What follows belongs to an exercise in optimizing a design on an open flow for small area; a production flow would make more cautious choices.
Function was checked by simulation only, so behaviour that the tests miss may differ from the original.
Power is estimated from default activity; no workload was simulated.

==> design.v <==
`timescale 1ns/1ps
`default_nettype none
package decodePkg;
	typedef logic [32-1:0] word_t;
	typedef logic [5-1:0] regIdx_t;  
	typedef logic [16-1:0] imm_t;
	typedef enum logic [4:0] {
		aluNone = 5'd0,  
		aluAdd,
		aluAddu,
		aluSub,
		aluSubu,
		aluAnd,
		aluOr,
		aluXor,
		aluNor,
		aluSlt,
		aluSltu,
		aluSll,
		aluSrl,
		aluSra,
		aluSllv,
		aluSrlv,
		aluSrav,
		aluLui
	} aluOp_t;
	typedef enum logic [2:0] {
		condNone = 3'd0,
		condEq,
		condNe,
		condLez,
		condGtz,
		condLtz,
		condGez
	} branchCond_t;
	typedef struct packed {
		aluOp_t aluOp;
		branchCond_t branchCond;
		logic regDst;  
		logic link;
		logic jump;  
		logic jumpReg;  
		logic aluSrc;  
		logic memRead;
		logic memWrite;
		logic memToReg;
		logic regWrite;
	} ctrl_t;
	typedef struct packed {
		logic enable;
		regIdx_t index;
		word_t data;
	} wbReq_t;
	typedef struct packed {
		logic taken;
		word_t target;
	} redirect_t;
	typedef struct packed {
		word_t operandA;
		word_t operandB;
		imm_t imm;
		regIdx_t shamt;
		regIdx_t rs;  
		regIdx_t rt;
		regIdx_t dest;
		aluOp_t aluOp;
		logic aluSrc;
		logic memRead;
		logic memWrite;
		logic memToReg;
		logic regWrite;
	} exBundle_t;
endpackage
`default_nettype wire
`timescale 1ns/1ps
`default_nettype none
module regFile (
	input wire CLK,
	input decodePkg::wbReq_t wb,
	input decodePkg::regIdx_t rsIdx,
	input decodePkg::regIdx_t rtIdx,
	output decodePkg::word_t rsData,
	output decodePkg::word_t rtData
);
	decodePkg::word_t regs [32];  
	always_ff @(posedge CLK) begin
		if (wb.enable && (wb.index != '0)) begin
			regs[wb.index] <= wb.data;
		end
	end
	assign rsData = (rsIdx == '0) ? '0 : regs[rsIdx];
	assign rtData = (rtIdx == '0) ? '0 : regs[rtIdx];
endmodule
`default_nettype wire
`timescale 1ns/1ps
`default_nettype none
module controlDecoder (
	input decodePkg::word_t instr,
	output decodePkg::ctrl_t ctrl
);
	logic [6-1:0] opcode;
	logic [6-1:0] funct;
	decodePkg::regIdx_t rtField;
	assign opcode = instr[31:26];
	assign funct = instr[5:0];
	assign rtField = instr[20:16];
	always_comb begin
		ctrl = '0;
		case (opcode)
			6'b000000: begin
				ctrl.regDst = 1'b1;
				ctrl.regWrite = 1'b1;
				case (funct)
					6'b000000: ctrl.aluOp = decodePkg::aluSll;  
					6'b000010: ctrl.aluOp = decodePkg::aluSrl;
					6'b000011: ctrl.aluOp = decodePkg::aluSra;
					6'b000100: ctrl.aluOp = decodePkg::aluSllv;
					6'b000110: ctrl.aluOp = decodePkg::aluSrlv;
					6'b000111: ctrl.aluOp = decodePkg::aluSrav;
					6'b001000: begin  
						ctrl.regDst = 1'b0;
						ctrl.regWrite = 1'b0;
						ctrl.jumpReg = 1'b1;
					end
					6'b001001: begin  
						ctrl.jumpReg = 1'b1;
						ctrl.link = 1'b1;
						ctrl.aluOp = decodePkg::aluAddu;
					end
					6'b100000: ctrl.aluOp = decodePkg::aluAdd;
					6'b100001: ctrl.aluOp = decodePkg::aluAddu;
					6'b100010: ctrl.aluOp = decodePkg::aluSub;
					6'b100011: ctrl.aluOp = decodePkg::aluSubu;
					6'b100100: ctrl.aluOp = decodePkg::aluAnd;
					6'b100101: ctrl.aluOp = decodePkg::aluOr;
					6'b100110: ctrl.aluOp = decodePkg::aluXor;
					6'b100111: ctrl.aluOp = decodePkg::aluNor;
					6'b101010: ctrl.aluOp = decodePkg::aluSlt;
					6'b101011: ctrl.aluOp = decodePkg::aluSltu;
					default: ctrl = '0;
				endcase
			end
			6'b000001: begin
				case (rtField)
					5'b00000: ctrl.branchCond = decodePkg::condLtz;
					5'b00001: ctrl.branchCond = decodePkg::condGez;
					default: ctrl = '0;
				endcase
			end
			6'b000010: ctrl.jump = 1'b1;  
			6'b000011: begin  
				ctrl.jump = 1'b1;
				ctrl.link = 1'b1;
				ctrl.regWrite = 1'b1;
				ctrl.aluOp = decodePkg::aluAddu;
			end
			6'b000100: ctrl.branchCond = decodePkg::condEq;
			6'b000101: ctrl.branchCond = decodePkg::condNe;
			6'b000110: ctrl.branchCond = decodePkg::condLez;
			6'b000111: ctrl.branchCond = decodePkg::condGtz;
			6'b001000, 6'b001001, 6'b001010, 6'b001011,
			6'b001100, 6'b001101, 6'b001110, 6'b001111: begin
				ctrl.aluSrc = 1'b1;
				ctrl.regWrite = 1'b1;
				case (opcode[2:0])
					3'b000: ctrl.aluOp = decodePkg::aluAdd;
					3'b001: ctrl.aluOp = decodePkg::aluAddu;
					3'b010: ctrl.aluOp = decodePkg::aluSlt;
					3'b011: ctrl.aluOp = decodePkg::aluSltu;
					3'b100: ctrl.aluOp = decodePkg::aluAnd;
					3'b101: ctrl.aluOp = decodePkg::aluOr;
					3'b110: ctrl.aluOp = decodePkg::aluXor;
					default: ctrl.aluOp = decodePkg::aluLui;
				endcase
			end
			6'b100000, 6'b100001, 6'b100011, 6'b100100, 6'b100101: begin
				ctrl.aluOp = decodePkg::aluAdd;
				ctrl.aluSrc = 1'b1;
				ctrl.memRead = 1'b1;
				ctrl.memToReg = 1'b1;  
			end
			6'b101000, 6'b101001, 6'b101011: begin  
				ctrl.aluOp = decodePkg::aluAdd;
				ctrl.aluSrc = 1'b1;
				ctrl.memWrite = 1'b1;
			end
			default: ctrl = '0;  
		endcase
	end
endmodule
`default_nettype wire
`timescale 1ns/1ps
`default_nettype none
module branchResolve (
	input decodePkg::ctrl_t ctrl,
	input decodePkg::word_t instr,
	input decodePkg::word_t pc,  
	input decodePkg::word_t rsData,
	input decodePkg::word_t rtData,
	output decodePkg::redirect_t nextRedirect
);
	decodePkg::word_t branchOffset;
	decodePkg::word_t jumpTarget;
	logic rsNeg;
	logic rsZero;
	logic condMet;
	assign branchOffset = {{(32-16-2){instr[15]}}, instr[15:0], 2'b00};
	assign jumpTarget = {pc[31:28], instr[25:0], 2'b00};
	assign rsNeg = rsData[32-1];
	assign rsZero = (rsData == '0);
	always_comb begin
		case (ctrl.branchCond)
			decodePkg::condEq: condMet = (rsData == rtData);
			decodePkg::condNe: condMet = (rsData != rtData);
			decodePkg::condLez: condMet = rsNeg || rsZero;
			decodePkg::condGtz: condMet = !rsNeg && !rsZero;
			decodePkg::condLtz: condMet = rsNeg;
			decodePkg::condGez: condMet = !rsNeg;
			default: condMet = 1'b0;
		endcase
	end
	assign nextRedirect.taken = ctrl.jump || ctrl.jumpReg || condMet;
	always_comb begin
		if (ctrl.jumpReg) begin
			nextRedirect.target = rsData;
		end else if (ctrl.jump) begin
			nextRedirect.target = jumpTarget;
		end else if (condMet) begin
			nextRedirect.target = pc + branchOffset;
		end else begin
			nextRedirect.target = pc;  
		end
	end
endmodule
`default_nettype wire
`timescale 1ns/1ps
`default_nettype none
module idExLatch (
	input wire CLK,
	input wire RESET,
	input wire freeze,
	input wire bubble,
	input decodePkg::word_t instr,
	input decodePkg::word_t pc,
	input decodePkg::ctrl_t ctrl,
	input decodePkg::word_t rsData,
	input decodePkg::word_t rtData,
	input decodePkg::redirect_t nextRedirect,
	output decodePkg::exBundle_t ex,
	output decodePkg::redirect_t redirect
);
	decodePkg::exBundle_t nextEx;
	always_comb begin
		nextEx = '0;
		nextEx.imm = instr[15:0];
		nextEx.shamt = instr[10:6];
		nextEx.aluOp = ctrl.aluOp;
		nextEx.aluSrc = ctrl.aluSrc;
		nextEx.memRead = ctrl.memRead;
		nextEx.memWrite = ctrl.memWrite;
		nextEx.memToReg = ctrl.memToReg;
		nextEx.regWrite = ctrl.regWrite || ctrl.memToReg;
		if (ctrl.link) begin  
			nextEx.operandA = pc;
			nextEx.operandB = decodePkg::word_t'(4);
		end else begin
			nextEx.operandA = rsData;
			nextEx.operandB = rtData;
			nextEx.rs = instr[25:21];
			nextEx.rt = ctrl.aluSrc ? '0 : instr[20:16];
		end
		if (ctrl.regDst) begin
			nextEx.dest = instr[15:11];
		end else if (ctrl.link) begin
			nextEx.dest = decodePkg::regIdx_t'(31);
		end else begin
			nextEx.dest = instr[20:16];
		end
	end
	always_ff @(posedge CLK or negedge RESET) begin
		if (!RESET) begin
			ex <= '0;
			redirect <= '0;
		end else if (bubble) begin
			ex <= '0;
			redirect <= '0;
		end else if (!freeze) begin
			ex <= nextEx;
			redirect <= nextRedirect;
		end
	end
endmodule
`default_nettype wire
`timescale 1ns/1ps
`default_nettype none
module decodeStage (
	input wire CLK,
	input wire RESET,
	input decodePkg::word_t instr,
	input decodePkg::word_t pc,
	input wire freeze,
	input wire bubble,
	input decodePkg::wbReq_t wb,
	output decodePkg::exBundle_t ex,
	output decodePkg::redirect_t redirect
);
	decodePkg::word_t rsData;
	decodePkg::word_t rtData;
	decodePkg::ctrl_t ctrl;
	decodePkg::redirect_t nextRedirect;
	regFile regFile_i (
		.CLK(CLK),
		.wb(wb),
		.rsIdx(instr[25:21]),
		.rtIdx(instr[20:16]),
		.rsData(rsData),
		.rtData(rtData)
	);
	controlDecoder controlDecoder_i (
		.instr(instr),
		.ctrl(ctrl)
	);
	branchResolve branchResolve_i (
		.ctrl(ctrl),
		.instr(instr),
		.pc(pc),
		.rsData(rsData),
		.rtData(rtData),
		.nextRedirect(nextRedirect)
	);
	idExLatch idExLatch_i (
		.CLK(CLK),
		.RESET(RESET),
		.freeze(freeze),
		.bubble(bubble),
		.instr(instr),
		.pc(pc),
		.ctrl(ctrl),
		.rsData(rsData),
		.rtData(rtData),
		.nextRedirect(nextRedirect),
		.ex(ex),
		.redirect(redirect)
	);
endmodule
`default_nettype wire
`timescale 1ns/1ps
`default_nettype none
module mipsDecodeTop (
	input wire CLK,
	input wire RESET,
	input wire [31:0] instr,
	input wire [31:0] pc,
	input wire freeze,
	input wire bubble,
	input wire wb_enable,
	input wire [4:0] wb_index,
	input wire [31:0] wb_data,
	output wire [109:0] ex,
	output wire redirect_taken,
	output wire [31:0] redirect_target
);
	decodePkg::wbReq_t wb;
	decodePkg::exBundle_t exB;
	decodePkg::redirect_t rd;
	assign wb.enable = wb_enable;
	assign wb.index = wb_index;
	assign wb.data = wb_data;
	decodeStage decodeStage_i (
		.CLK(CLK),
		.RESET(RESET),
		.instr(instr),
		.pc(pc),
		.freeze(freeze),
		.bubble(bubble),
		.wb(wb),
		.ex(exB),
		.redirect(rd)
	);
	assign ex = exB;
	assign redirect_taken = rd.taken;
	assign redirect_target = rd.target;
endmodule
`default_nettype wire
==> run.sh <==
#!/bin/bash
# synth_recipe.tcl (not shown) runs the flow's synth.tcl, then flattens the netlist and writes it again
# the make line also repeats each setting of config.mk as NAME=value (left out here)
make -C /OpenROAD-flow-scripts/flow DESIGN_CONFIG=/design/flow/config.mk WORK_HOME=/design/flow/orfs CLKGATE_MAP_FILE= SYNTH_SCRIPT=/design/flow/synth_recipe.tcl finish
==> config.mk <==
export PLATFORM = sky130hd
export DESIGN_NAME = mipsDecodeTop
export DESIGN_NICKNAME = mipsDecodeTop
export VERILOG_FILES = /design/flow/design.v
export SDC_FILE = /design/flow/constraint.sdc
export NUM_CORES = 4
export LEC_CHECK = 0
export CAP_MARGIN = 20
export CORE_MARGIN = 2
export CORE_UTILIZATION = 40
export SLEW_MARGIN = 20
==> constraint.sdc <==
create_clock -name core_clock -period 5.1 [get_ports {CLK}]
set_input_delay 1.0200 -clock core_clock [delete_from_list [all_inputs] [get_ports {CLK}]]
set_output_delay 1.0200 -clock core_clock [all_outputs]
set_load 0.01 [all_outputs]
==> flow_metrics.tcl <==
set metrics [dict create \
    relSlewSlack_pct 26.0 \
    final-hold-violation-count 0 \
    vias 37700 \
    worst_setup_path_end_kind "flop" \
    cts_max_level 3 \
    ant_nets 0 \
    worst-path-max-fanout 6 \
    post_synth.cell_area_avg_um2 16.4 \
    synth_edf_count 1024 \
    wl_um 195000 \
    clk_pin_slew_worst_paths_ns 0.07 \
    cpMostUsedCell "buf_4" \
    cp_slowest_stage_delay_ns 0.60 \
    crit_slowest_cell "or4_1" \
    synthTopCellsByArea "edfxtp_1 55%, mux4_2 17%, dfrtp_1 6.1%" \
    clk_path_buf_depth 3 \
    wl_per_cell_um 32.1 \
    drv_slew 0 \
    hold_buffers 0 \
    power.leakage_nw 23.9 \
    row_count 137 \
    drv_cap 0 \
    final.min_clock_period_ns 4.86 \
    synthFlopType "edfxtp_1" \
    grt_pass1_vias 37400 \
    critPathKind "primary input to flop" \
    seq_area_frac_synth_pct 60.8 \
    drtPass1Iterations 6 \
    setup_viol 0 \
    power.total_mw 22.3 \
    worstSkewPairLatency_ns 0.75 \
    synth_top_area_share_pct 54.7 \
    synth_top_cell_by_area "edfxtp_1" \
    placed_area_um2 64600 \
    worstReg2RegEnd "decodeStage_i.idExLatch_i.redirect[2]" \
    startpoint_type "primary input" \
    areaGrowthSynthToFinish_pct 22.0 \
    die-width_um 379 \
    clock.fmax_ghz 0.206 \
    peakVddDrop_uv 280 \
    worst_pin_slew_ns 1.11 \
    layout.nets 4243 \
    power_density_nw_per_um2 325 \
    synth-seq-cells 1161 \
    globalplace.congestion 0.916 \
    cts_root_buffer "clkbuf_16" \
    path_cells "clkdlybuf4s50_1, buf_4, or4_1, or2_2, buf_4, o21ai_0, xnor2_1, nor4_2, nand4_1, buf_4, nor4_4, buf_4, mux2i_4, nor2_8, buf_4, nor4b_1, a211oi_2" \
    grt_pass1_wl_um 277000 \
    start_util_pct 40.3 \
    grt_max_degree 81 \
    viasPerCell 6.20 \
    cp.arrival_ns 5.48 \
    track_usage_pct 27.2 \
    stdcell_area_um2 68500 \
    rr_startpoint "decodeStage_i.regFile_i.regs[13][4]" \
    rsz0062_at_grt "no" \
    setup-tns-final_ns 0 \
    antenna_found_initial 14 \
    drc_errors 0 \
    finClkSkew_ns 0.0222 \
    grt_overflow 0 \
    status "no timing/DRC/antenna violations" \
    synth_commonest_cells "1024 x edfxtp_1, 427 x mux4_2, 236 x mux2i_1" \
    fin_util_pct 49.1 \
    yosysMostFrequentCell "edfxtp_1" \
    cts.sinks 1161 \
    period_share_pct 95.3 \
    drive_gt1_share_pct 30.1 \
    hold_class "primary input to async pin" \
    core_area_um2 140000 \
    synthArstFlopShare_pct 11.8 \
    portBuffers 248 \
    cts_buffers 118 \
    ys_warn_count 4 \
    die_area_um2 143000 \
    r2r_slack_ns 0.59 \
    syn_inst 3436 \
    cp.required_ns 5.72 \
    cts_tree "done" \
    dp_hpwl_um 130000 \
    synth_area_um2 56200 \
    fp.dieH_um 379 \
    pin_count 249 \
    drtIter0Drc 4724 \
    reg2reg_depth 15 \
    synth_cell_type_count 86 \
]
state kept, by name, summed over array words and instances, names as in the netlist:
signal,cells
decodeStage_i.idExLatch_i.ex,104
decodeStage_i.regFile_i.regs,1024
decodeStage_i.idExLatch_i.redirect,33
stage by stage:
| stage | cells | hold WS, ns | worst slack, ns |
|---|---|---|---|
| global placement | 5853 | 0.461 | -1.04 |
| global route | 6076 | 0.326 | 0.00428 |
| floorplan | 3467 | 0.516 | 0.298 |
| finish | 6079 | 0.255 | 0.240 |
| CTS | 6071 | 0.305 | 0.0507 |
| detailed placement | 5853 | 0.469 | -1.00 |
cell families after synthesis:
logic type | after synthesis | share of synthesized area (%)
fa+ha+maj | 36 | 0.815
flops | 1161 | 60.8
other cells | 1 | 0.00667
simple gates | 553 | 4.66
xor+xnor | 54 | 0.842
buf+inv | 284 | 2.99
mux | 677 | 21.7
compound gates | 670 | 8.19
placed cells by master (no fill, tap or decap), types with 32 or more instances in the layout:
cell type        netlist  layout
a21oi_1              152     151
a22o_1                67      67
a22oi_1              104     104
buf_12                10      69
buf_4                 16     462
clkbuf_16              0     121
clkdlybuf4s50_1        0     224
conb_1                 1      32
dfrtp_1              137     137
edfxtp_1            1024    1024
ha_1                  35      35
mux2i_1              236     235
mux4_2               427     427
nand2_1              166     166
nor2_1               194     161
nor3_1                37      36
o21ai_0              103      99
o22ai_1               39      39
xnor2_1               37      37
critical path: cells and delay by family:
kind / cells / cell delay (ns)
buffers and inverters: 6 / 1.35
AOI/OAI and AO/OA: 2 / 0.31
and+or+nand+nor: 7 / 2.35
muxes: 1 / 0.30
xor gates and xnor gates: 1 / 0.15
metal layers:
layer | track usage, % | part of all wire (%)
met1 | 36.9 | 40
met3 | 5.50 | 9.7
met4 | 9.35 | 3.5
met2 | 43.8 | 47
met5 | 0 | 0.060
area by class of cell:
| class | instances | area (um^2) |
|---|---|---|
| inverter | 18 | 67.6 |
| tap | 1876 | 2350 |
| antenna | 4 | 10.0 |
| clock inverter | 81 | 706 |
| multi-input combinational | 2022 | 20800 |
| fill | 11800 | 71000 |
| clock buffer | 137 | 3090 |
| sequential | 1161 | 34200 |
| timing repair buffer | 780 | 7310 |
how the worst max path moves through the flow:
stage,endpoint,from,slack [ns]
2_1_floorplan,decodeStage_i.idExLatch_i.redirect[2],instr[21],0.30
3_3_place_gp,decodeStage_i.idExLatch_i.redirect[2],instr[21],-1.04
3_5_place_dp,decodeStage_i.idExLatch_i.redirect[2],instr[20],-1.0
4_1_cts,decodeStage_i.idExLatch_i.redirect[26],instr[20],0.05
5_1_grt,decodeStage_i.idExLatch_i.redirect[19],instr[21],0.004
6_report,decodeStage_i.idExLatch_i.redirect[2],instr[20],0.24
where the power goes:
| part | switching [mW] | internal, mW |
|---|---|---|
| Sequential | 0.103 | 10.5 |
| Clock | 3.82 | 4.87 |
| Combinational | 1.60 | 1.31 |
repair_timing:
item | 4_1_cts | 5_1_grt
endpoints found under the setup margin | 30 | 30
pin swaps | 0 | 1
resized for setup | 4 | 23
setup buffers | 0 | 1

-- port drivers added, routing unchanged --
The flow's constraints put no driver on any port. The routed layout listed below was extracted and timed again, unchanged, in two steps.
Step 1, drivers: a clkbuf_16 drives CLK and a buf_2 each remaining input, both assumed.
Step 2 times the ports against the registers' clock, not the clock port: input delays grow and output delays shrink by t, the midpoint of the rising clock arrivals with the driver on.
a / b / c = no drivers / after step 1 / after step 2; a / b = the first two.
t (ns): 0.821
setup WS [ns]: 0.240 / 0.270 / -0.550
cell pins on the clock port's net: 1
With both steps, setup timing fails in this run, where it was met with ideal ports. The setup slack of this run moves by +0.030 ns with the drivers and by -0.790 ns with both steps.
